This design comes from an exercise in tuning for small area on the open sky130 flow, not from production work. Only simulation tests tie the RTL to the original design; equivalence was not proved. No activity file was given, so power comes from the tool's default toggle rates.

`design/flow/config.mk`:
```
export PLATFORM = sky130hd
export DESIGN_NAME = stat_counter_bank
export DESIGN_NICKNAME = stat_counter_bank
export VERILOG_FILES = /design/flow/design.v
export SDC_FILE = /design/flow/constraint.sdc
export NUM_CORES = 4
export LEC_CHECK = 0
export ABC_AREA = 1
export CAP_MARGIN = 20
export CORE_MARGIN = 2
export CORE_UTILIZATION = 60
export GPL_TIMING_DRIVEN = 0
export PLACE_DENSITY = 0.7
export SETUP_SLACK_MARGIN = 0.04
export SLEW_MARGIN = 20
```
`design/flow/constraint.sdc`:
```
create_clock -name core_clock -period 3.0 [get_ports {clk}]
set_input_delay 0.6000 -clock core_clock [delete_from_list [all_inputs] [get_ports {clk}]]
set_output_delay 0.6000 -clock core_clock [all_outputs]
set_load 0.01 [all_outputs]
```
`design/flow/design.v`:
```
package stat_counter_types;
  localparam int STAT_COUNTER_DEFAULT_W = 16;
  localparam int STAT_INC_DEFAULT_W     = 2;
endpackage
module stat_counter
#(
  parameter int COUNTER_W = stat_counter_types::STAT_COUNTER_DEFAULT_W,
  parameter int INC_W     = stat_counter_types::STAT_INC_DEFAULT_W
) (
  input  logic                 clk,
  input  logic [INC_W-1:0]     inc,
  input  logic                 en,
  input  logic                 clear,
  input  logic                 live_ok,
  output logic [COUNTER_W-1:0] count,
  output logic                 overflow
);
  logic [INC_W-1:0]       inc_e;
  logic [INC_W:0]         lo_sum;
  logic [COUNTER_W:INC_W] ones;    
  logic                   kill;
  always_comb begin
    kill   = clear || !live_ok;
    inc_e  = en ? inc : '0;
    lo_sum = (INC_W+1)'(count[INC_W-1:0]) + (INC_W+1)'(inc_e);
    ones[INC_W] = 1'b1;
    for (int j = INC_W; j < COUNTER_W; j++) ones[j+1] = ones[j] & count[j];
  end
  always_ff @(posedge clk) begin
    for (int j = INC_W; j < COUNTER_W; j++)
      count[j] <= !kill && (count[j] ^ (lo_sum[INC_W] && ones[j]));
    count[INC_W-1:0] <= clear ? '0 : (live_ok ? lo_sum[INC_W-1:0] : inc_e);
    overflow         <= !kill && (overflow || (lo_sum[INC_W] && ones[COUNTER_W]));
  end
endmodule
module stat_counter_bank
#(
  parameter int NUM_STATS = 28,
  parameter int COUNTER_W = stat_counter_types::STAT_COUNTER_DEFAULT_W,
  parameter int INC_W     = stat_counter_types::STAT_INC_DEFAULT_W,
  parameter bit SATURATE  = 1'b0
) (
  input  logic                         clk,
  input  logic                         rst,
  input  logic [NUM_STATS*INC_W-1:0]   inc_amount,
  input  logic [NUM_STATS-1:0]         enable_mask,
  input  logic                         freeze,
  input  logic                         clear,
  input  logic                         snapshot_req,
  output logic                         snapshot_valid,
  input  logic                         rd_req,
  input  logic [$clog2(NUM_STATS)-1:0] rd_idx,
  output logic                         rd_valid,
  output logic [COUNTER_W-1:0]         rd_data,
  output logic                         rd_overflow,
  output logic                         rd_err
);
  localparam int IDX_W = $clog2(NUM_STATS);
  logic [NUM_STATS-1:0][COUNTER_W-1:0] live_count;
  logic [NUM_STATS-1:0]                live_overflow;
  logic [NUM_STATS-1:0][COUNTER_W:0]   snap_q;
  logic live_ok;
  logic snap_ok;
  logic             rd_bad_idx;
  logic [COUNTER_W:0] rd_entry;
  always_ff @(posedge clk or posedge rst) begin
    if (rst) live_ok <= 1'b0;
    else     live_ok <= 1'b1;
  end
  for (genvar i = 0; i < NUM_STATS; i++) begin : g_counter
    stat_counter #(
      .COUNTER_W (COUNTER_W),
      .INC_W     (INC_W)
    ) u_counter (
      .clk      (clk),
      .inc      (inc_amount[i*INC_W +: INC_W]),
      .en       (!freeze && enable_mask[i]),
      .clear    (clear),
      .live_ok  (live_ok),
      .count    (live_count[i]),
      .overflow (live_overflow[i])
    );
  end
  always_ff @(posedge clk) begin
    if (snapshot_req) begin
      for (int i = 0; i < NUM_STATS; i++) begin
        snap_q[i] <= {live_overflow[i], live_count[i]};
      end
    end
  end
  always_ff @(posedge clk or posedge rst) begin
    if (rst) begin
      snapshot_valid <= 1'b0;
      snap_ok        <= 1'b0;
    end else if (snapshot_req) begin
      snapshot_valid <= 1'b1;
      snap_ok        <= live_ok;
    end
  end
  always_comb begin
    rd_bad_idx = (32'(rd_idx) >= 32'(NUM_STATS));
    rd_entry = '0;
    for (int i = 0; i < NUM_STATS; i++)
      rd_entry = rd_entry | (snap_q[i] & {(COUNTER_W+1){snap_ok && 32'(rd_idx) == i}});
  end
  always_ff @(posedge clk or posedge rst) begin
    if (rst) rd_valid <= 1'b0;
    else     rd_valid <= rd_req;
  end
  always_ff @(posedge clk) begin
    rd_err      <= rd_bad_idx;
    rd_data     <= rd_entry[COUNTER_W-1:0];
    rd_overflow <= rd_entry[COUNTER_W];
  end
endmodule
```
`design/flow/flow/run.sh`:
```
#!/bin/bash
# Own layout flow: the standard synthesis, then the combinational logic is
# mapped again with a stronger area-oriented ABC script (registers, their names
# and cell types stay as the standard synthesis made them), then the standard flow's
# standard layout from that netlist.
set -euo pipefail
WORK=$(pwd)
FLOWDIR=$WORK/flow
R=$WORK/orfs/results/${FLOW_PLATFORM:-sky130hd}/stat_counter_bank/base
LIB=$FLOW_HOME/platforms/sky130hd/lib/sky130_fd_sc_hd__tt_025C_1v80.lib
YOSYS=yosys
if [[ -x $FLOW_HOME/../tools/install/yosys/bin/yosys ]]; then
  YOSYS=$FLOW_HOME/../tools/install/yosys/bin/yosys
fi

bash standard.sh synth > $WORK/log_1_standard_synth.log 2>&1

cp $R/1_2_yosys.v $WORK/standard_synth.v
DONT_USE=""
for c in $(grep -o 'cell *( *"\?sky130_fd_sc_hd__\(lpflow\|probe\)[a-z_0-9]*' $LIB | sed 's/.*(\s*"\?//'); do
  DONT_USE="$DONT_USE -dont_use $c"
done
cat > $WORK/remap.ys <<EOY
read_liberty -ignore_miss_func $LIB
read_verilog $WORK/standard_synth.v
hierarchy -top $FLOW_TOP
setattr -mod -set keep_hierarchy 1 sky130_fd_sc_hd__*df* sky130_fd_sc_hd__conb_1
flatten
opt_clean -purge
abc -script $FLOWDIR/abc_area.script -liberty $LIB $DONT_USE -D 3000
opt_clean -purge
setattr -mod -set blackbox 1 sky130_fd_sc_hd__*
splitnets
opt_clean -purge
hilomap -singleton -hicell sky130_fd_sc_hd__conb_1 HI -locell sky130_fd_sc_hd__conb_1 LO
insbuf -buf sky130_fd_sc_hd__buf_4 A X
stat -liberty $LIB
write_verilog -noexpr -noattr -nohex -nodec $WORK/remapped.v
EOY
cat > $WORK/remap_check.ys <<EOY
read_liberty -lib $LIB
read_verilog $WORK/remapped.v
hierarchy -top $FLOW_TOP
check -assert
design -reset
read_liberty -ignore_miss_func $LIB
read_verilog $WORK/standard_synth.v
rename $FLOW_TOP gold
read_verilog $WORK/remapped.v
rename $FLOW_TOP gate
flatten gold gate
opt_clean
async2sync
equiv_make gold gate eq
hierarchy -top eq
equiv_simple
equiv_induct
equiv_status -assert
EOY
# The remapped netlist is used only if it is clean and proven equivalent to
# the standard synthesis; otherwise the standard netlist is laid out.
if $YOSYS -s $WORK/remap.ys > $WORK/log_2_remap.log 2>&1 &&
   $YOSYS -s $WORK/remap_check.ys > $WORK/log_2_remap_check.log 2>&1; then
  echo "remap: using the remapped netlist"
  cp $WORK/remapped.v $R/1_2_yosys.v
else
  echo "remap: failed, using the standard netlist"
fi
rm -f $R/1_synth.odb $R/1_synth.sdc

# Layout knobs for the steps after synthesis (see flow/knobs.sh).
source $FLOWDIR/knobs.sh
bash standard.sh finish > $WORK/log_3_layout.log 2>&1
```
`design/flow/flow/abc_area.script`:
```
strash
&get -n
&fraig -x
&put
scorr
dc2
dretime
strash
&get -n
&dch -f
&nf -R 1000
&put
topo
stime -c
```
`design/flow/flow/knobs.sh`:
```
# Port buffers: a small buffer (every port still gets one).
export BUFFER_PORTS_ARGS="-buffer_cell sky130_fd_sc_hd__buf_2"
# Clock tree: strong root, medium trunk and leaf buffers in clusters of up to
# 16 sinks, no dummy loads.
export CTS_ARGS="-sink_clustering_enable -repair_clock_nets -dont_use_dummy_load -root_buf sky130_fd_sc_hd__clkbuf_16 -buf_list sky130_fd_sc_hd__clkbuf_8 -sink_clustering_buffer sky130_fd_sc_hd__clkbuf_8 -sink_clustering_size 16 -sink_clustering_max_diameter 40"
```
`design/flow/standard.sh`:
```
#!/bin/bash
# synth_recipe.tcl (not shown) runs the flow's synth.tcl, then flattens the netlist and writes it again
# the make line also repeats each setting of config.mk as NAME=value (left out here)
make -C /OpenROAD-flow-scripts/flow DESIGN_CONFIG=/design/flow/config.mk WORK_HOME=/design/flow/orfs CLKGATE_MAP_FILE= SYNTH_SCRIPT=/design/flow/synth_recipe.tcl "${@:-finish}"
```
==> results of run 1 <==
## registers in the layout, summed over array words and instances (netlist names)
| signal | flops |
|---|---|
| live_ok | 1 |
| rd_valid | 1 |
| rd_err | 1 |
| g_counter.u_counter.overflow | 28 |
| snap_ok | 1 |
| snapshot_valid | 1 |
| snap_q | 476 |
| rd_data | 16 |
| rd_overflow | 1 |
| g_counter.u_counter.count | 448 |
## worst register-to-register path, stage by stage, from the launching register on
cell	delay (ps)
dfrtp_1	420
nand2_2	350
nor4_2	190
buf_2	230
buf_4	180
buf_2	160
buf_2	160
a222oi_1	350
nand3_1	150
or4_1	520
## layer usage
layer / up-vias / GRT usage, % / part of all wire (%)
met5: - / 0 / 0.015
met4: 2 / 13.68 / 4.6
met3: 211 / 4.334 / 6.4
met2: 854 / 47.13 / 49
met1: 11825 / 36.86 / 40
li1: 11336 / - / -
## cell type report
type / count / area (sq um)
Inverter: 1 / 3.754
Multi-Input combinational cell: 1810 / 10690
Timing Repair Buffer: 187 / 1541
Sequential cell: 974 / 24300
Tap cell: 756 / 945.9
Fill cell: 4021 / 17300
Clock buffer: 117 / 1712
## placed cells by master (no fill, tap or decap), types with 80 or more instances in the layout
cell type,count
edfxtp_1,476
nor3_1,113
buf_2,127
dfxtp_1,483
nor2_1,238
a21oi_1,381
a222oi_1,80
o21ai_0,324
clkbuf_8,108
and3_1,92
## final timing paths
check | from | to
worst max-delay path | rd_idx[3] | rd_data[2]
worst min-delay path | rd_req | rd_valid
worst max register to register | snap_ok | rd_data[13]
worst min register to register | g_counter[3].u_counter.count[3] | snap_q[54]
max in group asynchronous | rst | live_ok
min in group asynchronous | rst | snapshot_valid
## power groups by stage
stage,Sequential [mW],Clock [mW],Combinational (mW)
finish,14.3,7.95,0.848
global route,14.3,8.56,0.917
CTS,14.3,8.06,0.833
detailed placement,14.6,0,0.820
global placement,14.7,0,0.686
floorplan,14.5,0,0.295
## stage by stage
| step | TNS (ps) | setup slack [ps] | cell area, sq um | util [%] |
|---|---|---|---|---|
| global route | 0 | 14.08 | 39190 | 69.37 |
| floorplan | -45230 | -183.6 | 34380 | - |
| CTS | 0 | 5.396 | 38880 | 68.81 |
| finish | 0 | 82.82 | 39190 | 69.37 |
| detailed placement | -168240 | -1203 | 36960 | 65.42 |
| global placement | -3812490 | -6149 | 35900 | 63.54 |
## timing repair
action	CTS	global route
hold buffers	1	0
setup endpoints to repair	144	99
resized for setup	116	144
buffers inserted	0	2
hold endpoints to repair	4	0
cloned	0	1
pin swaps	3	12
==> reports/metrics.csv, run 1 <==
stage,metric,value,unit
outcome,status,finished clean,
grt,grt_pass1_vias,23760,
finish,final_layout_size_suffix_gt1_share,17.51,%
finish,syn2layout_area_growth,14.13,%
setup_path,slowest_stage,or4_1,
place,place.port_buffers,114,
setup_path,crit_family,simple AND/OR/NAND/NOR gates,
power_and_ir_drop,swShare,21.27,%
synth,syn_area,0.03434,sq mm
timing,fmax,342.8,MHz
synth,synth_cells,2785,
timing,fin_skew,56.60,ps
timing,slew_headroom,22.68,%
route,antenna_left,0,
floorplanning,ios,115,
setup_path,crit_buf_inv,1,
setup_path,crit_type,primary input to register,
timing,finalMaxSlewViolations,0,
power_and_ir_drop,pwr-share-comb,3.7,%
floorplanning,rows,87,
floorplanning,fp.dieH,243.2,microns
setup_path,endpoint_kind,register,
setup_path,slowest_delay,640,ps
power_and_ir_drop,ir_drop,482.8,uV
power_and_ir_drop,p_sw,4.909,mW
clock_network,cts-htree-levels,3,
power_and_ir_drop,powerDensity,589.0,mW/mm^2
grt,grt_pass1_wl,130100,microns
timing,worst_slew_pin_slew,1156,ps
grt,grt_max_degree,98,
synth,synth_nets,2880,
grt,antenna_found_initial,1,
place,place_congestion,0.8243,
floorplanning,die_w,243.2,microns
hold_path,hold_path.class,primary input to register,
setup_path,crit_path_start_kind,primary input,
clock_network,cts_tree,yes,
finish,n_antenna_cell,0,
setup_path,path_max_fanout,11,
clock_network,insertion_delay,630,ps
place,placed_cells,3724,
timing,period_needed,2917,ps
grt,grt-ovfl-total,0,
hold_path,whs_path_depth,1,
route,routed_wl,84700,microns
setup_path,path_cells,"buf_2, nand2b_1, nor2_2, a222oi_1, nand3_1, a221oi_1, a31oi_1, or4_1",
setup_path,arrival,3380,ps
route,drc,0,
run,max-cap-violations,0,
floorplanning,start_util,60.79,%
power_and_ir_drop,p_int,18.17,mW
floorplanning,core_area,0.05650,sq mm
synth,postSynthAreaPerCell,12.33,sq um
grt,track_usage,28.44,%
route,first_pass_iters,8,
power_and_ir_drop,power,23.08,mW
timing,hold_ws,105.9,ps
place,post-dp-hpwl,58930,microns
power_and_ir_drop,p_leak,14.75,nW
route,viasPerCell,6.301,
clock_network,cts.clk_slew.worst_paths,70,ps
power_and_ir_drop,p_clk_share,34.4,%
setup_path,r2r_cells,9,
power_and_ir_drop,p_seq_share,61.9,%
floorplanning,die_area,0.05917,sq mm
setup_path,cp_data_required_time,3460,ps
finish,stdcell_count,3845,
synth,ys_warn_count,2,
route,routedWlPerCell,22.03,microns
clock_network,clock-sinks,974,
clock_network,cts_root_buffer,clkbuf_16,
clock_network,cts_made_buffers,117,
timing,finalCritPeriodShare,97.24,%
finish,nets,3186,
setup_path,r2r_slack,180,ps
timing,hold_viol_final,0,
route,detail_route.iter0.violations,2322,
timing,setup_viol,0,
route,routed-via-count,24228,
clock_network,cts_buffer_depth,3,
timing,rsz0062_at_grt,yes,
setup_path,cp_num_cells,8,
==> run 2: changes to the inputs <==
==> design/flow/flow/knobs.sh (replaced) <==
# Port buffers: a small buffer (every port still gets one).
export BUFFER_PORTS_ARGS="-buffer_cell sky130_fd_sc_hd__buf_2"
# Clock tree: strong root and trunk, medium leaf buffers in clusters of up to
# 14 sinks, no dummy loads.
export CTS_ARGS="-sink_clustering_enable -repair_clock_nets -dont_use_dummy_load -root_buf sky130_fd_sc_hd__clkbuf_16 -buf_list sky130_fd_sc_hd__clkbuf_16 -sink_clustering_buffer sky130_fd_sc_hd__clkbuf_8 -sink_clustering_size 14 -sink_clustering_max_diameter 40"
--- a/design/flow/config.mk
+++ b/design/flow/config.mk
@@ -11,5 +11,5 @@
 export CORE_UTILIZATION = 60
 export GPL_TIMING_DRIVEN = 0
 export PLACE_DENSITY = 0.7
-export SETUP_SLACK_MARGIN = 0.04
+export SETUP_SLACK_MARGIN = 0.08
 export SLEW_MARGIN = 20
==> reports/metrics.csv, run 2 <==
stage,metric,value,unit,change
outcome,status,finished clean,,unchanged
grt,grt-ovfl-total,0,,unchanged
clock_network,cts-htree-levels,3,,unchanged
hold_path,hold_path.class,primary input to register,,unchanged
synth,synth_nets,2880,,unchanged
setup_path,cp_data_required_time,3480,ps,was 3460 ps
finish,final_common_cell,dfxtp_1,,unchanged
finish,final_layout_size_suffix_gt1_share,17.63,%,was 17.51%
finish,fill_cells,4049,,"was 4,021"
setup_path,r2r_slack,170,ps,was 180 ps
setup_path,critPathLaunch,rd_idx[1],,was rd_idx[3]
floorplanning,fp.dieH,243.2,microns,unchanged
timing,fin_skew,41.58,ps,was 56.60 ps
setup_path,path_max_fanout,13,,was 11
route,antenna_left,0,,unchanged
route,viasPerCell,6.308,,was 6.301
clock_network,cts_root_buffer,clkbuf_16,,unchanged
power_and_ir_drop,power,22.99,mW,was 23.08 mW
timing,finalMaxSlewViolations,0,,unchanged
route,drc,0,,unchanged
place,placed_cell_area,0.03688,sq mm,was 0.03696 sq mm
timing,hold_ws,117.2,ps,was 105.9 ps
finish,fin_area,0.03911,sq mm,was 0.03919 sq mm
grt,antenna_found_initial,1,,unchanged
floorplanning,rows,87,,unchanged
power_and_ir_drop,ir_drop,400.2,uV,was 482.8 uV
route,first_pass_iters,7,,was 8
route,routed-via-count,24229,,"was 24,228"
timing,hold_viol_final,0,,unchanged
clock_network,cts_buffer_depth,3,,unchanged
place,place.port_buffers,114,,unchanged
timing,slew_headroom,30.13,%,was 22.68%
clock_network,cts.clk_slew.worst_paths,60,ps,was 70 ps
floorplanning,start_util,60.79,%,unchanged
run,max-cap-violations,0,,unchanged
floorplanning,ios,115,,unchanged
finish,multiInputGateArea,0.01073,sq mm,was 0.01069 sq mm
route,routed_wl,84450,microns,"was 84,700 microns"
floorplanning,core_area,0.05650,sq mm,unchanged
timing,finalCritPeriodShare,94.33,%,was 97.24%
synth,postSynthAreaPerCell,12.33,sq um,unchanged
setup_path,slowest_delay,550,ps,was 640 ps
setup_path,slowest_stage,or4_1,,unchanged
route,routedWlPerCell,21.99,microns,was 22.03 microns
setup_path,crit_path_start_kind,primary input,,unchanged
setup_path,crit_type,primary input to register,,unchanged
clock_network,cts_made_buffers,115,,was 117
place,post-dp-hpwl,58020,microns,"was 58,930 microns"
grt,grt_pass1_wl,128700,microns,"was 130,100 microns"
setup_path,arrival,3310,ps,was 3380 ps
finish,syn2layout_area_growth,13.88,%,was 14.13%
route,detail_route.iter0.violations,2191,,"was 2,322"
setup_path,endpoint_kind,register,,unchanged
grt,grt_max_degree,103,,was 98
timing,worst_slew_pin_slew,1044,ps,was 1156 ps
floorplanning,die_area,0.05917,sq mm,unchanged
finish,largest_reg_flops,476,,unchanged
synth,ys_warn_count,2,,unchanged
clock_network,cts_tree,yes,,unchanged
timing,fmax,353.4,MHz,was 342.8 MHz
grt,track_usage,28.09,%,was 28.44%
finish,top_regs,"snap_q: 476 flops, g_counter.u_counter.count: 448 flops, g_counter.u_counter.overflow: 28 flops",,unchanged
synth,syn_area,0.03434,sq mm,unchanged
power_and_ir_drop,p_leak,14.70,nW,was 14.75 nW
place,place_congestion,0.8257,,was 0.8243
finish,layout_common_cells,"dfxtp_1, edfxtp_1, a21oi_1, o21ai_0, nor2_1",,unchanged
grt,grt_pass1_vias,23672,,"was 23,760"
finish,n_antenna_cell,0,,unchanged
finish,regMostFlops,snap_q,,unchanged
timing,period_needed,2830,ps,was 2917 ps
hold_path,worstHoldStart,rd_req,,unchanged
floorplanning,die_w,243.2,microns,unchanged
clock_network,insertion_delay,620,ps,was 630 ps
setup_path,path_cells,"buf_2, nand2b_2, nor3_2, buf_6, buf_4, a222oi_1, a21boi_0, a31oi_1, or4_1",,"was buf_2, nand2b_1, nor2_2, a222oi_1, nand3_1, a221oi_1, a31oi_1, or4_1"
clock_network,clock-sinks,974,,unchanged
timing,setup_viol,0,,unchanged
setup_path,r2r_start,snap_ok,,unchanged
finish,seq_area,0.02430,sq mm,about the same
power_and_ir_drop,powerDensity,588.0,mW/mm^2,was 589.0 mW/mm^2
synth,synth_cells,2785,,unchanged
finish,nets,3182,,"was 3,186"
timing,rsz0062_at_grt,yes,,unchanged
run 2: where the power goes:
part	total, mW	internal [mW]	switching (mW)
Sequential	14.3	14.2	0.120
Combinational	0.838	0.272	0.567
Clock	7.87	3.67	4.20
Total	23.0	18.1	4.89
run 2: layout make-up:
type                            instances  share of cell area (%)
Timing Repair Buffer                  185                   3.695
Multi-Input combinational cell       1810                   27.44
Tap cell                              756                   2.419
Sequential cell                       974                   62.13
Clock buffer                          115                   4.306
Inverter                                1                0.009598
run 2: worst paths after layout:
| path | cells past startpoint | end |
|---|---|---|
| max in group asynchronous | 3 | rd_valid |
| min | 1 | rd_valid |
| min in group asynchronous | 3 | snap_ok |
| max | 9 | rd_data[13] |
| max reg2reg | 8 | rd_data[0] |
| min reg2reg | 0 | snap_q[362] |
run 2: through the flow:
step / TNS, ps / setup WS [ps] / util, % / std cells
finish: 0 / 170.0 / 69.22 / 3841
detailed placement: -147590 / -1168 / 65.27 / 3721
CTS: 0 / 79.63 / 68.64 / 3837
global route: 0 / 34.17 / 69.22 / 3841
global placement: -3838120 / -6195 / 63.57 / 3655
floorplan: -45230 / -183.6 / - / 2785
run 2: layer usage:
metal	GRT usage (%)	share of wire (%)	vias up
met5	0	0.015	-
met4	12.40	4.2	2
met3	4.025	6.6	207
met2	48.07	50	920
met1	35.69	40	11774
li1	-	-	11326
run 2: worst max-delay path, delay by kind of cell:
kind,cells,cell delay (ps)
and+or+nand+nor,3,1070
AOI/OAI and AO/OA,3,940
buffers and inverters,3,670
run 2: what timing repair did:
action	CTS	global route
cloned	0	1
pin swaps	4	14
hold endpoints to repair	4	0
resized for setup	107	136
setup buffers	0	2
setup endpoints to repair	141	94
hold buffers	1	0
==> run 3: changes to the inputs <==
==> design/flow/flow/knobs.sh (replaced) <==
# Port buffers: a small buffer (every port still gets one).
export BUFFER_PORTS_ARGS="-buffer_cell sky130_fd_sc_hd__buf_1"
# Clock tree: strong root, medium trunk and leaf buffers in clusters of up to
# 16 sinks, no dummy loads.
export CTS_ARGS="-sink_clustering_enable -repair_clock_nets -dont_use_dummy_load -root_buf sky130_fd_sc_hd__clkbuf_16 -buf_list sky130_fd_sc_hd__clkbuf_8 -sink_clustering_buffer sky130_fd_sc_hd__clkbuf_4 -sink_clustering_size 10 -sink_clustering_max_diameter 40"
--- a/design/flow/config.mk
+++ b/design/flow/config.mk
@@ -6,10 +6,10 @@
 export NUM_CORES = 4
 export LEC_CHECK = 0
 export ABC_AREA = 1
-export CAP_MARGIN = 20
+export CAP_MARGIN = 5
 export CORE_MARGIN = 2
 export CORE_UTILIZATION = 60
 export GPL_TIMING_DRIVEN = 0
 export PLACE_DENSITY = 0.7
-export SETUP_SLACK_MARGIN = 0.08
-export SLEW_MARGIN = 20
+export SETUP_SLACK_MARGIN = 0.05
+export SLEW_MARGIN = 5
==> reports/metrics.csv, run 3 <==
stage,metric,value,unit,change
setup_path,crit_family,simple AND/OR/NAND/NOR gates,,unchanged
setup_path,path_cells,"nand2b_2, nor2_1, a222oi_1, nand4_1, or3_1",,"was buf_2, nand2b_2, nor3_2, buf_6, buf_4, a222oi_1, a21boi_0, a31oi_1, or4_1"
grt,grt_pass1_wl,128700,microns,about the same
run,max-cap-violations,1,,was 0
grt,antenna_found_initial,0,,was 1
synth,synth_nets,2880,,unchanged
finish,syn2layout_area_growth,11.98,%,was 13.88%
timing,finalMaxSlewViolations,10,,was 0
floorplanning,start_util,60.79,%,unchanged
setup_path,arrival,3450,ps,was 3310 ps
route,drc,0,,unchanged
setup_path,crit_type,register to register,,was primary input to register
power_and_ir_drop,powerDensity,559.2,mW/mm^2,was 588.0 mW/mm^2
finish,top_regs,"snap_q: 476 flops, g_counter.u_counter.count: 448 flops, g_counter.u_counter.overflow: 28 flops",,unchanged
route,routed_wl,85110,microns,"was 84,450 microns"
timing,fin_skew,46.37,ps,was 41.58 ps
power_and_ir_drop,p_seq_share,66.3,%,was 62.1%
synth,ys_warn_count,2,,unchanged
finish,nets,3198,,"was 3,182"
floorplanning,core_area,0.05650,sq mm,unchanged
grt,grt_pass1_vias,23549,,"was 23,672"
clock_network,insertion_delay,670,ps,was 620 ps
finish,fill_cells,4134,,"was 4,049"
power_and_ir_drop,p_clk_share,29.8,%,was 34.2%
route,routedWlPerCell,22.07,microns,was 21.99 microns
setup_path,path_max_fanout,25,,was 13
timing,hold_viol_final,0,,unchanged
clock_network,cts_tree,yes,,unchanged
outcome,violatedChecks,"max-capacitance violations, max-slew violations",,
power_and_ir_drop,swShare,22.31,%,was 21.25%
setup_path,crit_path_start_kind,register,,was primary input
timing,setup_tns,0,ps,unchanged
timing,setup_viol,0,,unchanged
power_and_ir_drop,ir_drop,474.6,uV,was 400.2 uV
floorplanning,ios,115,,unchanged
route,routed-via-count,24468,,"was 24,229"
power_and_ir_drop,p_leak,14.20,nW,was 14.70 nW
route,detail_route.iter0.violations,2299,,"was 2,191"
timing,fin_ws,138.5,ps,was 170.0 ps
place,post-dp-hpwl,58970,microns,"was 58,020 microns"
route,viasPerCell,6.344,,was 6.308
timing,finalCritPeriodShare,95.38,%,was 94.33%
timing,rsz0062_at_grt,yes,,unchanged
finish,layout_common_cells,"dfxtp_1, edfxtp_1, a21oi_1, o21ai_0, nor2_1",,unchanged
power_and_ir_drop,power,21.50,mW,was 22.99 mW
setup_path,slowest_stage,nor2_1,,was or4_1
clock_network,cts_root_buffer,clkbuf_16,,unchanged
route,antenna_left,0,,unchanged
synth,postSynthAreaPerCell,12.33,sq um,unchanged
clock_network,clock-sinks,974,,unchanged
timing,worst_slew_pin_slew,1538,ps,was 1044 ps
hold_path,hold_path.class,primary input to register,,unchanged
floorplanning,die_w,243.2,microns,unchanged
floorplanning,rows,87,,unchanged
finish,fin_area,0.03846,sq mm,was 0.03911 sq mm
clock_network,cts_made_buffers,130,,was 115
finish,largest_reg_flops,476,,unchanged
place,place_congestion,0.7995,,was 0.8257
finish,final_layout_size_suffix_gt1_share,13.71,%,was 17.63%
timing,hold_ws,71.27,ps,was 117.2 ps
power_and_ir_drop,p_int,16.71,mW,was 18.11 mW
place,pre_cts_ws,-1164,ps,was -1168 ps
grt,grt_max_degree,66,,was 103
setup_path,cp_data_required_time,3590,ps,was 3480 ps
power_and_ir_drop,p_sw,4.799,mW,was 4.886 mW
floorplanning,die_area,0.05917,sq mm,unchanged
timing,period_needed,2862,ps,was 2830 ps
clock_network,cts-htree-levels,4,,was 3
synth,syn_area,0.03434,sq mm,unchanged
outcome,status,failed layout checks,,was finished clean
power_and_ir_drop,pwr-share-comb,3.9,%,was 3.6%
place,placed_cell_area,0.03690,sq mm,was 0.03688 sq mm
timing,slew_headroom,-2.935,%,was 30.13%
setup_path,endpoint_kind,register,,unchanged
route,first_pass_iters,6,,was 7
finish,n_antenna_cell,0,,unchanged
timing,fmax,349.5,MHz,was 353.4 MHz
clock_network,cts_buffer_depth,3,,unchanged
setup_path,crit_buf_inv,0,,was 3
place,place.port_buffers,114,,unchanged
clock_network,cts.clk_slew.worst_paths,100,ps,was 60 ps
setup_path,slowest_delay,1330,ps,was 550 ps
grt,track_usage,28.37,%,was 28.09%
synth,synth_cells,2785,,unchanged
grt,grt-ovfl-total,0,,unchanged
finish,regMostFlops,snap_q,,unchanged
floorplanning,fp.dieH,243.2,microns,unchanged
[run 3: cell count changes in the layout (fill, tap and decap cells not counted), sizes merged]
cell    previous run  this run
clkbuf           116       132
[run 3: per-stage QoR]
step	std cells	util, %
after detailed placement	3722	65.31
after global routing	3857	68.07
after CTS	3853	67.49
after global placement	3655	63.30
final	3857	68.07
after floorplan	2785	-
[run 3: power groups by stage]
stage | sequential (mW) | combinational (mW) | clock [mW]
global placement | 14.8 | 0.667 | 0
global route | 14.3 | 0.894 | 7.03
finish | 14.3 | 0.834 | 6.40
detailed placement | 14.6 | 0.804 | 0
CTS | 14.3 | 0.814 | 6.48
floorplan | 14.5 | 0.297 | 0
[run 3: what timing repair did]
action	in CTS	in global routing
setup endpoints to repair	137	98
hold endpoints to repair	4	0
resized for setup	72	147
hold buffers	1	0
buffers inserted	0	3
gates cloned	0	1
pin swaps	1	9
[run 3: metal layers]
metal  wire length, microns  vias to the layer above  global-route usage [%]
li1                       -                    11407                       -
met1                  34050                    11934                   36.15
met2                  41870                      922                   47.66
met3                   5783                      205                   4.401
met4                   3401                        0                   13.57
met5                      0                        -                       0
[run 3: path summary, 6_finish.rpt]
path                                                  from              to  slack (ps)  cells after the start
setup / recovery                                   snap_ok      rd_data[9]         140                      5
hold / removal                                      rd_req        rd_valid          70                      1
setup reg to reg                                   snap_ok      rd_data[9]         140                      5
hold reg to reg            g_counter[4].u_counter.count[5]      snap_q[73]         420                      0
max in group asynchronous                              rst        rd_valid        2520                      3
min in group asynchronous                              rst  snapshot_valid         340                      3
[run 3: layout make-up]
cell class / count / area [sq um] / area share, %
Multi-Input combinational cell: 1810 / 10610 / 27.58
Clock buffer: 130 / 1094 / 2.844
Timing Repair Buffer: 186 / 1501 / 3.904
Inverter: 1 / 3.754 / 0.009761
Tap cell: 756 / 945.9 / 2.460
Sequential cell: 974 / 24310 / 63.20
==> run 4: changes to the inputs <==
--- a/design/flow/config.mk
+++ b/design/flow/config.mk
@@ -8,8 +8,8 @@
 export ABC_AREA = 1
 export CAP_MARGIN = 5
 export CORE_MARGIN = 2
-export CORE_UTILIZATION = 60
+export CORE_UTILIZATION = 70
 export GPL_TIMING_DRIVEN = 0
-export PLACE_DENSITY = 0.7
+export PLACE_DENSITY = 0.8
 export SETUP_SLACK_MARGIN = 0.05
 export SLEW_MARGIN = 5
==> reports/metrics.csv, run 4 <==
stage,metric,value,unit,change
place,post-dp-hpwl,58020,microns,"was 58,970 microns"
power_and_ir_drop,p_clk_share,29.2,%,was 29.8%
setup_path,crit_path_start_kind,primary input,,was register
floorplanning,rows,81,,was 87
power_and_ir_drop,p_seq_share,67.0,%,was 66.3%
clock_network,clock-sinks,974,,unchanged
floorplanning,ios,115,,unchanged
clock_network,cts.clk_slew.worst_paths,110,ps,was 100 ps
route,viasPerCell,6.672,,was 6.344
floorplanning,fp.dieH,225.5,microns,was 243.2 microns
setup_path,r2r_start,snap_ok,,unchanged
timing,setup_viol,0,,unchanged
timing,period_needed,2898,ps,was 2862 ps
timing,finalCritPeriodShare,96.59,%,was 95.38%
grt,track_usage,32.77,%,was 28.37%
clock_network,cts_made_buffers,120,,was 130
setup_path,path_cells,"buf_2, nand2b_1, nor2_2, a222oi_1, nand3_1, a221oi_1, a31oi_1, or4_1",,"was nand2b_2, nor2_1, a222oi_1, nand4_1, or3_1"
finish,final_layout_size_suffix_gt1_share,13.62,%,was 13.71%
route,routedWlPerCell,22.50,microns,was 22.07 microns
clock_network,cts_root_buffer,clkbuf_16,,unchanged
place,placed_cell_area,0.03667,sq mm,was 0.03690 sq mm
grt,grt-ovfl-total,0,,unchanged
synth,synth_cells,2785,,unchanged
run,max-cap-violations,0,,was 1
hold_path,hold_path.class,primary input to register,,unchanged
clock_network,cts_tree,yes,,unchanged
outcome,status,finished clean,,was failed layout checks
setup_path,slowest_delay,650,ps,was 1330 ps
finish,top_regs,"snap_q: 476 flops, g_counter.u_counter.count: 448 flops, g_counter.u_counter.overflow: 28 flops",,unchanged
finish,fill_cells,2947,,"was 4,134"
floorplanning,start_util,70.59,%,was 60.79%
finish,nets,3181,,"was 3,198"
hold_path,worstHoldStart,rd_req,,unchanged
setup_path,path_max_fanout,13,,was 25
setup_path,endpoint_kind,register,,unchanged
place,place_congestion,0.8410,,was 0.7995
finish,layout_common_cells,"dfxtp_1, edfxtp_1, a21oi_1, o21ai_0, nor2_1",,unchanged
timing,fmax,345.1,MHz,was 349.5 MHz
clock_network,cts_buffer_depth,3,,unchanged
route,routed_wl,83390,microns,"was 85,110 microns"
floorplanning,die_area,0.05085,sq mm,was 0.05917 sq mm
setup_path,cp_data_required_time,3470,ps,was 3590 ps
grt,grt_pass1_vias,23783,,"was 23,549"
setup_path,slowest_stage,or4_1,,was nor2_1
setup_path,arrival,3370,ps,was 3450 ps
floorplanning,die_w,225.5,microns,was 243.2 microns
timing,worst_slew_pin_slew,1373,ps,was 1538 ps
synth,postSynthAreaPerCell,12.33,sq um,unchanged
timing,hold_viol_final,0,,unchanged
place,place.port_buffers,114,,unchanged
power_and_ir_drop,swShare,21.76,%,was 22.31%
grt,grt_max_degree,69,,was 66
finish,regMostFlops,snap_q,,unchanged
timing,finalMaxSlewViolations,0,,was 10
power_and_ir_drop,power,21.31,mW,was 21.50 mW
power_and_ir_drop,ir_drop,448.7,uV,was 474.6 uV
finish,n_antenna_cell,0,,unchanged
route,detail_route.iter0.violations,2969,,"was 2,299"
timing,slew_headroom,8.149,%,was -2.935%
finish,largest_reg_flops,476,,unchanged
place,placed_cells,3584,,"was 3,722"
setup_path,crit_type,primary input to register,,was register to register
power_and_ir_drop,p_sw,4.638,mW,was 4.799 mW
synth,synth_nets,2880,,unchanged
clock_network,post_cts_buffers,0,,unchanged
floorplanning,core_area,0.04865,sq mm,was 0.05650 sq mm
route,antenna_left,0,,unchanged
route,routed-via-count,24726,,"was 24,468"
clock_network,cts-htree-levels,3,,was 4
timing,fin_skew,48.77,ps,was 46.37 ps
grt,grt_pass1_wl,126900,microns,"was 128,700 microns"
clock_network,insertion_delay,620,ps,was 670 ps
finish,stdcell_count,3706,,"was 3,857"
power_and_ir_drop,p_leak,14.13,nW,was 14.20 nW
power_and_ir_drop,powerDensity,557.7,mW/mm^2,was 559.2 mW/mm^2
setup_path,critPathLaunch,rd_idx[0],,was snap_ok
timing,setup_tns,0,ps,unchanged
grt,antenna_found_initial,1,,was 0
synth,syn_area,0.03434,sq mm,unchanged
route,first_pass_iters,8,,was 6
timing,rsz0062_at_grt,yes,,unchanged
finish,fin_area,0.03821,sq mm,was 0.03846 sq mm
route,drc,0,,unchanged
finish,final_common_cell,dfxtp_1,,
setup_path,crit_buf_inv,1,,was 0
setup_path,crit_family,simple AND/OR/NAND/NOR gates,,unchanged
power_and_ir_drop,p_int,16.67,mW,was 16.71 mW
synth,ys_warn_count,2,,unchanged
finish,syn2layout_area_growth,11.26,%,was 11.98%
power_and_ir_drop,pwr-share-comb,3.9,%,about the same
==> run 4: area by class of cell <==
type / count / area (sq um) / share of cell area, %
multi-input cells: 1810 / 10650 / 27.88
inverters: 1 / 3.754 / 0.009824
clock buffers: 120 / 1059 / 2.770
well taps: 622 / 778.2 / 2.037
repair buffers: 179 / 1416 / 3.707
flip-flops and latches: 974 / 24300 / 63.60
==> run 4: metrics by stage <==
stage / setup slack (ps) / util (%) / hold WS, ps
6_report: 102.4 / 78.54 / 86.97
5_1_grt: 22.58 / 78.54 / 71.53
4_1_cts: 22.46 / 77.92 / 69.20
3_5_place_dp: -1247 / 75.37 / 416.8
3_3_place_gp: -16990 / 73.17 / 414.7
2_1_floorplan: -183.6 / - / 347.9
==> run 4: what timing repair did <==
item,CTS,global route
endpoints found under the setup margin,144,94
pin swaps,3,9
cloned,0,1
endpoints found under the hold margin,4,0
hold buffers,1,0
resized for setup,98,134
==> run 4: power by group through the flow <==
stage / clock (mW) / combinational, mW / sequential (mW)
6_report: 6.22 / 0.826 / 14.3
3_3_place_gp: 0 / 0.651 / 14.8
5_1_grt: 6.75 / 0.884 / 14.3
2_1_floorplan: 0 / 0.297 / 14.5
3_5_place_dp: 0 / 0.788 / 14.6
4_1_cts: 6.27 / 0.800 / 14.3
==> run 4: metal layers <==
metal	wire length, microns	global-route usage [%]	vias to the layer above	part of all wire (%)
met5	8	0	-	0.0096
met4	4835	18.48	2	5.8
met3	6996	5.085	273	8.4
met2	40460	53.93	1244	49
met1	31090	41.92	11834	37
li1	-	-	11373	-
==> run 4: worst paths after layout <==
check                                  to  slack, ps  cells past startpoint
min in group asynchronous  snapshot_valid        390                      3
max reg2reg                    rd_data[6]        120                      8
max in group asynchronous         live_ok       2490                      3
min                              rd_valid         90                      1
min reg2reg                   snap_q[462]        430                      0
max                            rd_data[2]        100                      8
==> run 5: changes to the inputs <==
--- a/design/flow/config.mk
+++ b/design/flow/config.mk
@@ -11,5 +11,5 @@
 export CORE_UTILIZATION = 70
 export GPL_TIMING_DRIVEN = 0
 export PLACE_DENSITY = 0.8
-export SETUP_SLACK_MARGIN = 0.05
+export SETUP_SLACK_MARGIN = 0.02
 export SLEW_MARGIN = 5
==> reports/metrics.csv, run 5 <==
stage,metric,value,unit,change
power_and_ir_drop,powerDensity,558.6,mW/mm^2,was 557.7 mW/mm^2
timing,finalMaxSlewViolations,0,,unchanged
place,pre_cts_ws,-1229,ps,was -1247 ps
finish,final_common_cell,dfxtp_1,,unchanged
clock_network,cts.clk_slew.worst_paths,100,ps,was 110 ps
setup_path,path_max_fanout,28,,was 13
route,drc,0,,unchanged
run,max-cap-violations,0,,unchanged
power_and_ir_drop,ir_drop,424.7,uV,was 448.7 uV
grt,use_met2,54.64,%,was 53.93%
finish,largest_reg_flops,476,,unchanged
power_and_ir_drop,p_seq_share,67.0,%,about the same
finish,regMostFlops,snap_q,,unchanged
finish,fin_area,0.03816,sq mm,was 0.03821 sq mm
place,placed_cells,3581,,"was 3,584"
setup_path,crit_family,simple AND/OR/NAND/NOR gates,,unchanged
timing,period_needed,2886,ps,was 2898 ps
grt,antenna_found_initial,0,,was 1
power_and_ir_drop,p_int,16.66,mW,was 16.67 mW
finish,finish.utilization,78.44,%,was 78.54%
timing,fin_skew,55.92,ps,was 48.77 ps
setup_path,crit_type,primary input to register,,unchanged
setup_path,crit_path_start_kind,primary input,,unchanged
power_and_ir_drop,p_sw,4.655,mW,was 4.638 mW
place,place_congestion,0.8563,,was 0.8410
setup_path,arrival,3380,ps,was 3370 ps
clock_network,cts_made_buffers,119,,was 120
route,antenna_left,0,,unchanged
place,placed_cell_area,0.03662,sq mm,was 0.03667 sq mm
finish,nets,3178,,"was 3,181"
timing,hold_viol_final,0,,unchanged
clock_network,cts_root_buffer,clkbuf_16,,unchanged
power_and_ir_drop,p_leak,14.12,nW,was 14.13 nW
floorplanning,die_w,225.5,microns,unchanged
setup_path,crit_buf_inv,1,,unchanged
synth,postSynthAreaPerCell,12.33,sq um,unchanged
grt,track_usage,32.59,%,was 32.77%
timing,fin_ws,114.1,ps,was 102.4 ps
setup_path,slowest_delay,270,ps,was 650 ps
route,routed-via-count,24644,,"was 24,726"
floorplanning,die_area,0.05085,sq mm,unchanged
power_and_ir_drop,swShare,21.84,%,was 21.76%
finish,final_layout_size_suffix_gt1_share,13.47,%,was 13.62%
timing,worst_slew_pin_slew,1311,ps,was 1373 ps
synth,synth_cells,2785,,unchanged
finish,top_regs,"snap_q: 476 flops, g_counter.u_counter.count: 448 flops, g_counter.u_counter.overflow: 28 flops",,unchanged
floorplanning,core_area,0.04865,sq mm,unchanged
hold_path,hold_path.class,primary input to register,,unchanged
setup_path,slowest_stage,and3_2,,was or4_1
clock_network,cts_tree,yes,,unchanged
power_and_ir_drop,pwr-share-comb,3.9,%,about the same
grt,grt_max_degree,71,,was 69
route,viasPerCell,6.655,,was 6.672
power_and_ir_drop,p_clk_share,29.2,%,about the same
finish,n_antenna_cell,0,,unchanged
timing,slew_headroom,12.25,%,was 8.149%
clock_network,clock-sinks,974,,unchanged
setup_path,worst_path_most_repeated_cell,and3_1,,
grt,met1_usage,41.58,%,was 41.92%
timing,setup_viol,0,,unchanged
floorplanning,rows,81,,unchanged
setup_path,endpoint_kind,register,,unchanged
floorplanning,ios,115,,unchanged
setup_path,cp_data_required_time,3500,ps,was 3470 ps
finish,syn2layout_area_growth,11.11,%,was 11.26%
route,detail_route.iter0.violations,2872,,"was 2,969"
route,first_pass_iters,8,,unchanged
outcome,status,finished clean,,unchanged
clock_network,cts_buffer_depth,3,,unchanged
grt,grt_pass1_wl,126700,microns,"was 126,900 microns"
floorplanning,fp.dieH,225.5,microns,unchanged
clock_network,cts-htree-levels,3,,unchanged
setup_path,path_cells,"buf_16, and3b_2, a21oi_1, o21ai_2, and3_4, and3_1, and2_2, and3_1, and2_1, and3_2, and2_2, and3_1, a21oi_1, nor2_1",,"was buf_2, nand2b_1, nor2_2, a222oi_1, nand3_1, a221oi_1, a31oi_1, or4_1"
finish,stdcell_count,3703,,"was 3,706"
place,post-dp-hpwl,57520,microns,"was 58,020 microns"
timing,fmax,346.5,MHz,was 345.1 MHz
power_and_ir_drop,power,21.31,mW,about the same
place,place.port_buffers,114,,unchanged
route,routed_wl,82830,microns,"was 83,390 microns"
finish,layout_common_cells,"dfxtp_1, edfxtp_1, a21oi_1, o21ai_0, nor2_1",,unchanged
synth,synth_nets,2880,,unchanged
clock_network,insertion_delay,620,ps,about the same
timing,hold_ws,79.56,ps,was 86.97 ps
grt,grt.busiest_layer,met2,,unchanged
grt,met3_usage,5.176,%,was 5.085%
timing,setup_tns,0,ps,unchanged
synth,ys_warn_count,2,,unchanged
grt,grt-ovfl-total,0,,unchanged
route,routedWlPerCell,22.37,microns,was 22.50 microns
grt,grt_pass1_vias,23839,,"was 23,783"
synth,syn_area,0.03434,sq mm,unchanged
floorplanning,start_util,70.59,%,unchanged
timing,finalCritPeriodShare,96.20,%,was 96.59%
==> run 5: metal layers <==
metal | vias up | wire length (microns) | share of wire [%]
li1 | 11366 | - | -
met1 | 11779 | 30720 | 37
met2 | 1245 | 40820 | 49
met3 | 254 | 7080 | 8.5
met4 | 0 | 4200 | 5.1
met5 | - | 0 | 0
==> run 5: power groups by stage <==
| stage | Combinational [mW] | Sequential, mW | Clock [mW] |
|---|---|---|---|
| floorplan | 0.295 | 14.5 | 0 |
| global placement | 0.650 | 14.8 | 0 |
| detailed placement | 0.782 | 14.6 | 0 |
| CTS | 0.794 | 14.3 | 6.27 |
| global route | 0.885 | 14.3 | 6.72 |
| finish | 0.822 | 14.3 | 6.22 |
==> run 5: worst paths after layout <==
kind,start,end,slack (ps),cells after the start
worst max-delay path,freeze,g_counter[3].u_counter.overflow,110,14
worst min-delay path,rd_req,rd_valid,80,1
worst max register to register,snap_ok,rd_data[13],120,8
worst min register to register,g_counter[7].u_counter.overflow,snap_q[135],410,0
max in group asynchronous,rst,snapshot_valid,2510,3
min in group asynchronous,rst,rd_valid,370,3
==> run 5: what timing repair did <==
action | 4_1_cts | 5_1_grt
setup endpoints to repair | 157 | 97
hold buffers | 1 | 0
pin swaps | 4 | 9
hold endpoints to repair | 4 | 0
resized for setup | 123 | 155
setup buffers | 0 | 1
cloned | 0 | 1
==> run 5: layout make-up <==
class                           instances  area [sq um]
Clock buffer                          119          1051
Sequential cell                       974         24300
Tap cell                              622         778.2
Timing Repair Buffer                  177          1389
Inverter                                1         3.754
Multi-Input combinational cell       1810         10640
Fill cell                            3018         10490
==> run 6: changes to the inputs <==
--- a/design/flow/config.mk
+++ b/design/flow/config.mk
@@ -8,8 +8,8 @@
 export ABC_AREA = 1
 export CAP_MARGIN = 5
 export CORE_MARGIN = 2
-export CORE_UTILIZATION = 70
+export CORE_UTILIZATION = 75
 export GPL_TIMING_DRIVEN = 0
-export PLACE_DENSITY = 0.8
-export SETUP_SLACK_MARGIN = 0.02
+export PLACE_DENSITY = 0.85
+export SETUP_SLACK_MARGIN = 0.05
 export SLEW_MARGIN = 5
==> reports/metrics.csv, run 6 <==
stage,metric,value,unit,change
synth,synth_nets,2880,,unchanged
finish,layout_common_cells,"dfxtp_1, edfxtp_1, a21oi_1, o21ai_0, nor2_1",,unchanged
run,max-cap-violations,0,,unchanged
synth,synth_cells,2785,,unchanged
setup_path,crit_type,primary input to register,,unchanged
grt,grt_max_degree,75,,was 71
timing,worst_slew_pin_slew,1282,ps,was 1311 ps
finish,regMostFlops,snap_q,,unchanged
setup_path,slowest_delay,290,ps,was 270 ps
place,placed_cells,3556,,"was 3,581"
finish,nets,3171,,"was 3,178"
route,routed-via-count,25040,,"was 24,644"
route,routedWlPerCell,22.98,microns,was 22.37 microns
place,place.port_buffers,114,,unchanged
clock_network,cts_buffer_depth,3,,unchanged
route,antenna_left,0,,unchanged
timing,hold_viol_final,0,,unchanged
grt,grt_pass1_wl,128700,microns,"was 126,700 microns"
setup_path,slowest_stage,and3b_2,,was and3_2
clock_network,clock-sinks,974,,unchanged
synth,postSynthAreaPerCell,12.33,sq um,unchanged
setup_path,crit_family,simple AND/OR/NAND/NOR gates,,unchanged
hold_path,hold_path.class,primary input to register,,unchanged
setup_path,r2r_cells,12,,was 8
hold_path,whs_path_depth,1,,unchanged
setup_path,endpoint_kind,register,,unchanged
clock_network,cts.clk_slew.worst_paths,100,ps,about the same
timing,setup_tns,0,ps,unchanged
timing,fin_skew,51.74,ps,was 55.92 ps
route,detail_route.iter0.violations,3266,,"was 2,872"
finish,n_antenna_cell,0,,unchanged
floorplanning,die_w,218.0,microns,was 225.5 microns
hold_path,worstHoldStart,rd_req,,unchanged
finish,final_layout_size_suffix_gt1_share,13.79,%,was 13.47%
route,viasPerCell,6.815,,was 6.655
setup_path,r2r_start,g_counter[17].u_counter.count[0],,was snap_ok
finish,finish.utilization,84.09,%,was 78.44%
finish,top_regs,"snap_q: 476 flops, g_counter.u_counter.count: 448 flops, g_counter.u_counter.overflow: 28 flops",,unchanged
route,routed_wl,84450,microns,"was 82,830 microns"
clock_network,cts-htree-levels,3,,unchanged
clock_network,insertion_delay,630,ps,was 620 ps
setup_path,arrival,3430,ps,was 3380 ps
setup_path,path_cells,"buf_16, and3b_2, a21oi_1, o21ai_2, and3_4, and3_1, and2_2, and3_2, and2_1, and3_2, and2_4, and3_1, o21ai_0, a21oi_1",,"was buf_16, and3b_2, a21oi_1, o21ai_2, and3_4, and3_1, and2_2, and3_1, and2_1, and3_2, and2_2, and3_1, a21oi_1, nor2_1"
setup_path,crit_buf_inv,1,,unchanged
grt,grt-ovfl-total,0,,unchanged
timing,setup_viol,0,,unchanged
route,first_pass_iters,7,,was 8
floorplanning,ios,115,,unchanged
place,place_congestion,0.8324,,was 0.8563
timing,rsz0062_at_grt,no,,
synth,ys_warn_count,2,,unchanged
floorplanning,rows,78,,was 81
setup_path,r2r-end,g_counter[17].u_counter.count[15],,was rd_data[13]
power_and_ir_drop,p_leak,14.05,nW,was 14.12 nW
setup_path,crit_path_start_kind,primary input,,unchanged
floorplanning,die_area,0.04752,sq mm,was 0.05085 sq mm
floorplanning,start_util,75.84,%,was 70.59%
timing,slew_headroom,14.22,%,was 12.25%
synth,syn_area,0.03434,sq mm,unchanged
outcome,status,finished clean,,unchanged
grt,track_usage,35.44,%,was 32.59%
clock_network,cts_tree,yes,,unchanged
grt,antenna_found_initial,0,,unchanged
timing,finalMaxSlewViolations,0,,unchanged
timing,fin_ws,109.2,ps,was 114.1 ps
clock_network,cts_made_buffers,113,,was 119
setup_path,r2r_slack,160,ps,was 120 ps
floorplanning,core_area,0.04528,sq mm,was 0.04865 sq mm
place,pre_cts_ws,-1178,ps,was -1229 ps
power_and_ir_drop,powerDensity,557.2,mW/mm^2,was 558.6 mW/mm^2
route,drc,0,,unchanged
floorplanning,fp.dieH,218.0,microns,was 225.5 microns
setup_path,path_max_fanout,28,,unchanged
clock_network,cts_root_buffer,clkbuf_16,,unchanged
setup_path,cp_data_required_time,3540,ps,was 3500 ps
finish,stdcell_count,3674,,"was 3,703"
finish,final_common_cell,dfxtp_1,,unchanged
timing,fmax,345.9,MHz,was 346.5 MHz
setup_path,critPathLaunch,freeze,,unchanged
timing,finalCritPeriodShare,96.36,%,was 96.20%
hold_path,hold-path-endpoint,rd_valid,,unchanged
place,post-dp-hpwl,57620,microns,"was 57,520 microns"
timing,period_needed,2891,ps,was 2886 ps
finish,syn2layout_area_growth,10.88,%,was 11.11%
power_and_ir_drop,ir_drop,391.4,uV,was 424.7 uV
grt,grt_pass1_vias,24424,,"was 23,839"
finish,largest_reg_flops,476,,unchanged
-- run 6: layout make-up --
type / instances / area, sq um
sequential: 974 / 24300
multi-input combinational: 1810 / 10700
fill: 2444 / 7204
timing repair buffer: 176 / 1316
clock buffer: 113 / 1006
tap: 600 / 750.7
inverter: 1 / 3.754
-- run 6: metal layers --
metal | track usage [%] | up-vias | routed length (microns)
met3 | 5.509 | 300 | 7666
met2 | 58.81 | 1437 | 41550
li1 | - | 11344 | -
met4 | 20.36 | 0 | 5052
met5 | 0 | - | 0
met1 | 44.74 | 11959 | 30180
-- run 6: how the worst max path moves through the flow --
stage | end | slack, ps | depth (start not counted)
after floorplan | g_counter[13].u_counter.count[4] | -180 | 3
after global placement | snap_ok | -16790 | 2
after detailed placement | g_counter[0].u_counter.count[15] | -1180 | 14
after CTS | g_counter[7].u_counter.count[15] | 50 | 13
after global routing | g_counter[7].u_counter.count[15] | 30 | 13
final | g_counter[17].u_counter.count[15] | 110 | 14
-- run 6: worst register-to-register path, stage by stage (launching register included) --
cell	delay (ps)
dfxtp_2	360
a21oi_1	180
o21ai_2	100
and3_4	180
and3_1	210
and2_2	250
and3_2	260
and2_1	210
and3_2	260
and2_4	180
and3_1	230
o21ai_0	230
a21oi_1	80
-- run 6: power breakdown --
part | internal (mW) | switching (mW) | leakage, nW | total (mW)
Sequential | 14.1 | 0.121 | 9.09 | 14.3
Clock | 2.16 | 3.98 | 0.589 | 6.13
Combinational | 0.252 | 0.563 | 4.38 | 0.815
-- run 6: per-stage QoR --
step	hold WS, ps	power [mW]	area (sq um)
5_1_grt	90.68	21.81	38080
3_3_place_gp	415.3	15.45	35570
6_report	101.5	21.22	38080
4_1_cts	93.48	21.20	37750
2_1_floorplan	347.9	14.83	34390
3_5_place_dp	416.6	15.34	36520
-- run 6: what timing repair did --
| item | in CTS | in global routing |
|---|---|---|
| endpoints found under the setup margin | 149 | 101 |
| pin swaps | 5 | 10 |
| hold buffers | 1 | 0 |
| gates resized for setup | 110 | 144 |
| gates cloned | 0 | 1 |
| hold endpoints to repair | 4 | 0 |
| setup buffers | 1 | 2 |
==> run 7: changes to the inputs <==
--- a/design/flow/flow/knobs.sh
+++ b/design/flow/flow/knobs.sh
@@ -3,3 +3,5 @@
 # Clock tree: strong root, medium trunk and leaf buffers in clusters of up to
 # 16 sinks, no dummy loads.
 export CTS_ARGS="-sink_clustering_enable -repair_clock_nets -dont_use_dummy_load -root_buf sky130_fd_sc_hd__clkbuf_16 -buf_list sky130_fd_sc_hd__clkbuf_8 -sink_clustering_buffer sky130_fd_sc_hd__clkbuf_4 -sink_clustering_size 10 -sink_clustering_max_diameter 40"
+# Downsize gates off the critical paths after global routing.
+export RECOVER_POWER=100
==> reports/metrics.csv, run 7 <==
stage,metric,value,unit,change
route,routedWlPerCell,22.97,microns,was 22.98 microns
timing,rsz0062_at_grt,no,,unchanged
power_and_ir_drop,p_seq_share,67.3,%,was 67.2%
timing,fmax,346.7,MHz,was 345.9 MHz
grt,grt-ovfl-total,0,,unchanged
setup_path,r2r_cells,12,,unchanged
finish,top_regs,"snap_q: 476 flops, g_counter.u_counter.count: 448 flops, g_counter.u_counter.overflow: 28 flops",,unchanged
power_and_ir_drop,swShare,22.00,%,was 21.96%
hold_path,whs_path_depth,1,,unchanged
timing,setup_tns,0,ps,unchanged
finish,n_antenna_cell,0,,unchanged
floorplanning,core_area,0.04528,sq mm,unchanged
setup_path,r2r_start,g_counter[23].u_counter.count[0],,was g_counter[17].u_counter.count[0]
clock_network,cts_root_buffer,clkbuf_16,,unchanged
route,detail_route.iter0.violations,3407,,"was 3,266"
clock_network,cts_tree,yes,,unchanged
setup_path,path_max_fanout,28,,unchanged
setup_path,r2r_slack,150,ps,was 160 ps
outcome,status,failed layout checks,,was finished clean
place,placed_cells,3556,,unchanged
floorplanning,die_area,0.04752,sq mm,unchanged
finish,regMostFlops,snap_q,,unchanged
finish,final_layout_size_suffix_gt1_share,13.47,%,was 13.79%
timing,worst_slew_pin_slew,1756,ps,was 1282 ps
finish,largest_reg_flops,476,,unchanged
timing,hold_ws,99.86,ps,was 101.5 ps
finish,layout_common_cells,"dfxtp_1, edfxtp_1, a21oi_1, o21ai_0, nor2_1",,unchanged
grt,grt_max_degree,75,,unchanged
timing,finalMaxSlewViolations,105,,was 0
timing,finalCritPeriodShare,96.16,%,was 96.36%
grt,grt_pass1_vias,24424,,unchanged
route,drc,0,,unchanged
power_and_ir_drop,p_leak,13.99,nW,was 14.05 nW
setup_path,r2r-end,g_counter[23].u_counter.count[15],,was g_counter[17].u_counter.count[15]
timing,setup_viol,0,,unchanged
run,max-cap-violations,2,,was 0
clock_network,cts_buffer_depth,3,,unchanged
setup_path,arrival,3430,ps,about the same
setup_path,crit_family,simple AND/OR/NAND/NOR gates,,unchanged
clock_network,cts_made_buffers,113,,unchanged
route,antenna_left,0,,unchanged
timing,slew_headroom,-17.07,%,was 14.22%
power_and_ir_drop,power,21.21,mW,was 21.22 mW
finish,syn2layout_area_growth,10.42,%,was 10.88%
setup_path,crit_buf_inv,1,,unchanged
finish,nets,3171,,unchanged
timing,hold_viol_final,0,,unchanged
grt,antenna_found_initial,0,,unchanged
setup_path,crit_type,primary input to register,,unchanged
finish,final_common_cell,dfxtp_1,,unchanged
setup_path,slowest_stage,and3b_2,,unchanged
setup_path,cp_num_cells,14,,unchanged
floorplanning,ios,115,,unchanged
floorplanning,start_util,75.84,%,unchanged
route,viasPerCell,6.856,,was 6.815
clock_network,insertion_delay,630,ps,about the same
synth,ys_warn_count,2,,unchanged
place,place.port_buffers,114,,unchanged
synth,synth_nets,2880,,unchanged
power_and_ir_drop,powerDensity,559.3,mW/mm^2,was 557.2 mW/mm^2
route,first_pass_iters,7,,unchanged
setup_path,cp_data_required_time,3550,ps,was 3540 ps
route,routed_wl,84380,microns,"was 84,450 microns"
setup_path,slowest_delay,290,ps,about the same
clock_network,clock-sinks,974,,unchanged
power_and_ir_drop,p_sw,4.666,mW,was 4.661 mW
timing,fin_skew,46.81,ps,was 51.74 ps
floorplanning,fp.dieH,218.0,microns,unchanged
power_and_ir_drop,p_int,16.54,mW,was 16.56 mW
synth,synth_cells,2785,,unchanged
outcome,violatedChecks,"max-capacitance violations, max-slew violations",,
place,placed_cell_area,0.03652,sq mm,unchanged
floorplanning,rows,78,,unchanged
hold_path,hold_path.class,primary input to register,,unchanged
floorplanning,die_w,218.0,microns,unchanged
setup_path,crit_path_start_kind,primary input,,unchanged
power_and_ir_drop,p_clk_share,29.0,%,was 28.9%
place,post-dp-hpwl,57620,microns,unchanged
grt,grt_pass1_wl,128700,microns,unchanged
setup_path,endpoint_kind,register,,unchanged
synth,postSynthAreaPerCell,12.33,sq um,unchanged
timing,period_needed,2885,ps,was 2891 ps
finish,fin_area,0.03792,sq mm,was 0.03808 sq mm
setup_path,crit_path_end,g_counter[17].u_counter.count[15],,unchanged
clock_network,cts.clk_slew.worst_paths,100,ps,about the same
power_and_ir_drop,ir_drop,392.7,uV,was 391.4 uV
setup_path,path_cells,"buf_16, and3b_2, a21oi_1, o21ai_2, and3_4, and3_1, and2_2, and3_2, and2_1, and3_2, and2_4, and3_1, o21ai_0, a21oi_1",,unchanged
synth,syn_area,0.03434,sq mm,unchanged
route,routed-via-count,25188,,"was 25,040"
power_and_ir_drop,pwr-share-comb,3.7,%,was 3.8%
place,place_congestion,0.8324,,unchanged
finish,stdcell_count,3674,,unchanged
clock_network,cts-htree-levels,3,,unchanged
setup_path,critPathLaunch,freeze,,unchanged
grt,track_usage,35.44,%,unchanged
run 7: timing repair:
action | 4_1_cts | 5_1_grt
setup endpoints to repair | 149 | 101
hold endpoints to repair | 4 | 0
hold buffers | 1 | 0
setup buffers | 1 | 2
gates resized for setup | 110 | 144
pin swaps | 5 | 10
cloned | 0 | 1
run 7: worst min path at each step:
stage | from | end | slack (ps)
4_1_cts | rd_req | rd_valid | 90
5_1_grt | rd_req | rd_valid | 90
2_1_floorplan | rst | live_ok | 350
3_3_place_gp | g_counter[15].u_counter.overflow | snap_q[271] | 420
3_5_place_dp | g_counter[5].u_counter.overflow | snap_q[101] | 420
6_report | rd_req | rd_valid | 100
run 7: cell type report:
type	instances	area, sq um
Inverter	1	3.754
Fill cell	2471	7365
Multi-Input combinational cell	1810	10690
Tap cell	600	750.7
Timing Repair Buffer	176	1172
Sequential cell	974	24290
Clock buffer	113	1006
run 7: power groups by stage:
stage | clock network, mW | registers (mW) | logic, mW
after floorplan | 0 | 14.5 | 0.297
after global placement | 0 | 14.8 | 0.645
after detailed placement | 0 | 14.6 | 0.769
after CTS | 6.15 | 14.3 | 0.782
after global routing | 6.65 | 14.3 | 0.843
final | 6.14 | 14.3 | 0.792
run 7: stage by stage:
| stage | setup WS, ps | util (%) |
|---|---|---|
| after floorplan | -183.6 | - |
| after global routing | 19.47 | 83.74 |
| final | 115.3 | 83.74 |
| after global placement | -16790 | 78.54 |
| after CTS | 50.56 | 83.37 |
| after detailed placement | -1178 | 80.64 |
run 7: per-layer routing:
layer	vias up	wire, microns	GRT usage, %
met5	-	0	0
met4	0	5198	20.36
met3	330	7607	5.509
met2	1436	41080	58.81
met1	12089	30490	44.74
li1	11333	-	-
==> run 8: changes to the inputs <==
==> design/flow/flow/knobs.sh (replaced) <==
# Port buffers: a small buffer (every port still gets one).
export BUFFER_PORTS_ARGS="-buffer_cell sky130_fd_sc_hd__buf_1"
# Clock tree: strong root, medium trunk and leaf buffers in clusters of up to
# 16 sinks, no dummy loads.
export CTS_ARGS="-sink_clustering_enable -repair_clock_nets -dont_use_dummy_load -root_buf sky130_fd_sc_hd__clkbuf_16 -buf_list sky130_fd_sc_hd__clkbuf_4 -sink_clustering_buffer sky130_fd_sc_hd__clkbuf_4 -sink_clustering_size 10 -sink_clustering_max_diameter 40"
--- a/design/flow/config.mk
+++ b/design/flow/config.mk
@@ -8,8 +8,8 @@
 export ABC_AREA = 1
 export CAP_MARGIN = 5
 export CORE_MARGIN = 2
-export CORE_UTILIZATION = 75
+export CORE_UTILIZATION = 70
 export GPL_TIMING_DRIVEN = 0
-export PLACE_DENSITY = 0.85
+export PLACE_DENSITY = 0.8
 export SETUP_SLACK_MARGIN = 0.05
 export SLEW_MARGIN = 5
==> reports/metrics.csv, run 8 <==
stage,metric,value,unit,change
hold_path,whs_path_depth,1,,unchanged
synth,syn_area,0.03434,sq mm,unchanged
place,post-dp-hpwl,58020,microns,"was 57,620 microns"
timing,period_needed,2898,ps,was 2885 ps
clock_network,cts_made_buffers,120,,was 113
route,detail_route.iter0.violations,2969,,"was 3,407"
place,placed_cells,3584,,"was 3,556"
synth,synth_cells,2785,,unchanged
route,routed-via-count,24726,,"was 25,188"
finish,stdcell_count,3706,,"was 3,674"
timing,worst_slew_pin_slew,1373,ps,was 1756 ps
route,routedWlPerCell,22.50,microns,was 22.97 microns
grt,track_usage,32.77,%,was 35.44%
route,routed_wl,83390,microns,"was 84,380 microns"
clock_network,cts-htree-levels,3,,unchanged
finish,final_common_cell,dfxtp_1,,unchanged
setup_path,crit_path_start_kind,primary input,,unchanged
timing,hold_viol_final,0,,unchanged
outcome,status,finished clean,,was failed layout checks
floorplanning,core_area,0.04865,sq mm,was 0.04528 sq mm
synth,synth_nets,2880,,unchanged
timing,finalCritPeriodShare,96.59,%,was 96.16%
timing,hold_ws,86.97,ps,was 99.86 ps
place,place_congestion,0.8410,,was 0.8324
synth,ys_warn_count,2,,unchanged
place,place.port_buffers,114,,unchanged
route,drc,0,,unchanged
finish,nets,3181,,"was 3,171"
clock_network,cts_root_buffer,clkbuf_16,,unchanged
setup_path,r2r_slack,120,ps,was 150 ps
clock_network,cts_buffer_depth,3,,unchanged
finish,syn2layout_area_growth,11.26,%,was 10.42%
timing,fmax,345.1,MHz,was 346.7 MHz
timing,finalMaxSlewViolations,0,,was 105
route,first_pass_iters,8,,was 7
finish,fill_cells,2947,,"was 2,471"
finish,finish.utilization,78.54,%,was 83.74%
route,antenna_left,0,,unchanged
finish,n_antenna_cell,0,,unchanged
setup_path,r2r_cells,8,,was 12
clock_network,insertion_delay,620,ps,was 630 ps
grt,grt_max_degree,69,,was 75
timing,rsz0062_at_grt,yes,,was no
floorplanning,die_w,225.5,microns,was 218.0 microns
grt,grt_pass1_vias,23783,,"was 24,424"
grt,grt-ovfl-total,0,,unchanged
finish,regMostFlops,snap_q,,unchanged
timing,fin_skew,48.77,ps,was 46.81 ps
power_and_ir_drop,powerDensity,557.7,mW/mm^2,was 559.3 mW/mm^2
setup_path,cp_data_required_time,3470,ps,was 3550 ps
power_and_ir_drop,ir_drop,448.7,uV,was 392.7 uV
setup_path,r2r-end,rd_data[6],,was g_counter[23].u_counter.count[15]
hold_path,hold_path.class,primary input to register,,unchanged
route,viasPerCell,6.672,,was 6.856
floorplanning,fp.dieH,225.5,microns,was 218.0 microns
floorplanning,ios,115,,unchanged
setup_path,crit_type,primary input to register,,unchanged
setup_path,arrival,3370,ps,was 3430 ps
clock_network,post_cts_buffers,0,,was 1
setup_path,crit_path_end,rd_data[2],,was g_counter[17].u_counter.count[15]
floorplanning,rows,81,,was 78
synth,postSynthAreaPerCell,12.33,sq um,unchanged
timing,setup_viol,0,,unchanged
grt,grt_pass1_wl,126900,microns,"was 128,700 microns"
floorplanning,die_area,0.05085,sq mm,was 0.04752 sq mm
run,max-cap-violations,0,,was 2
finish,layout_common_cells,"dfxtp_1, edfxtp_1, a21oi_1, o21ai_0, nor2_1",,unchanged
clock_network,cts.clk_slew.worst_paths,110,ps,was 100 ps
timing,slew_headroom,8.149,%,was -17.07%
finish,largest_reg_flops,476,,unchanged
setup_path,critPathLaunch,rd_idx[0],,was freeze
grt,antenna_found_initial,1,,was 0
clock_network,cts_tree,yes,,unchanged
floorplanning,start_util,70.59,%,was 75.84%
clock_network,clock-sinks,974,,unchanged
setup_path,endpoint_kind,register,,unchanged
power_and_ir_drop,p_leak,14.13,nW,was 13.99 nW
finish,final_layout_size_suffix_gt1_share,13.62,%,was 13.47%
finish,top_regs,"snap_q: 476 flops, g_counter.u_counter.count: 448 flops, g_counter.u_counter.overflow: 28 flops",,unchanged
setup_path,path_max_fanout,13,,was 28
power_and_ir_drop,power,21.31,mW,was 21.21 mW
setup_path,r2r_start,snap_ok,,was g_counter[23].u_counter.count[0]
[run 8: worst min path at each step]
stage,start,end,slack [ps]
after floorplan,rst,live_ok,350
after global placement,g_counter[24].u_counter.overflow,snap_q[424],410
after detailed placement,g_counter[22].u_counter.overflow,snap_q[390],420
after CTS,rd_req,rd_valid,70
after global routing,rd_req,rd_valid,70
final,rd_req,rd_valid,90
[run 8: layout make-up]
cell class / instances / area (sq um) / area share [%]
Clock buffer: 120 / 1059 / 2.770
Timing Repair Buffer: 179 / 1416 / 3.707
Sequential cell: 974 / 24300 / 63.60
Inverter: 1 / 3.754 / 0.009824
Multi-Input combinational cell: 1810 / 10650 / 27.88
Tap cell: 622 / 778.2 / 2.037
[run 8: timing repair]
item | CTS | global route
pin swaps | 3 | 9
cloned | 0 | 1
hold buffers | 1 | 0
hold endpoints to repair | 4 | 0
resized for setup | 98 | 134
endpoints found under the setup margin | 144 | 94
[run 8: per-stage QoR]
step                setup WS [ps]  setup TNS, ps  cell area (sq um)
floorplan                  -183.6         -45230              34390
global placement           -16990       -8892210              35590
detailed placement          -1247        -153060              36670
CTS                         22.46              0              37900
global route                22.58              0              38210
finish                      102.4              0              38210
[run 8: worst max-delay path, stage by stage]
cell and delay, ps:
buf_2 300, nand2b_1 470, nor2_2 200, a222oi_1 370, nand3_1 120, a221oi_1 390, a31oi_1 250, or4_1 650
[run 8: power breakdown]
part / leakage (nW) / internal (mW) / switching, mW / total, mW
combinational: 4.42 / 0.262 / 0.564 / 0.826
clock: 0.622 / 2.26 / 3.95 / 6.22
sequential: 9.09 / 14.1 / 0.121 / 14.3
total: 14.1 / 16.7 / 4.64 / 21.3
[run 8: routing by layer]
layer  GRT usage [%]  vias up  share of wire, %
met2           53.93     1244                49
met3           5.085      273               8.4
met1           41.92    11834                37
li1                -    11373                 -
met5               0        -            0.0096
met4           18.48        2               5.8

Re-timed with assumed drivers on the ports (clkbuf_16 on the clock, buf_2 on other inputs), run 8 has 0.044 ns of setup slack against 0.102 ns with ideal ports, and -0.611 ns once port delays also move by the mid clock arrival of 0.655 ns.
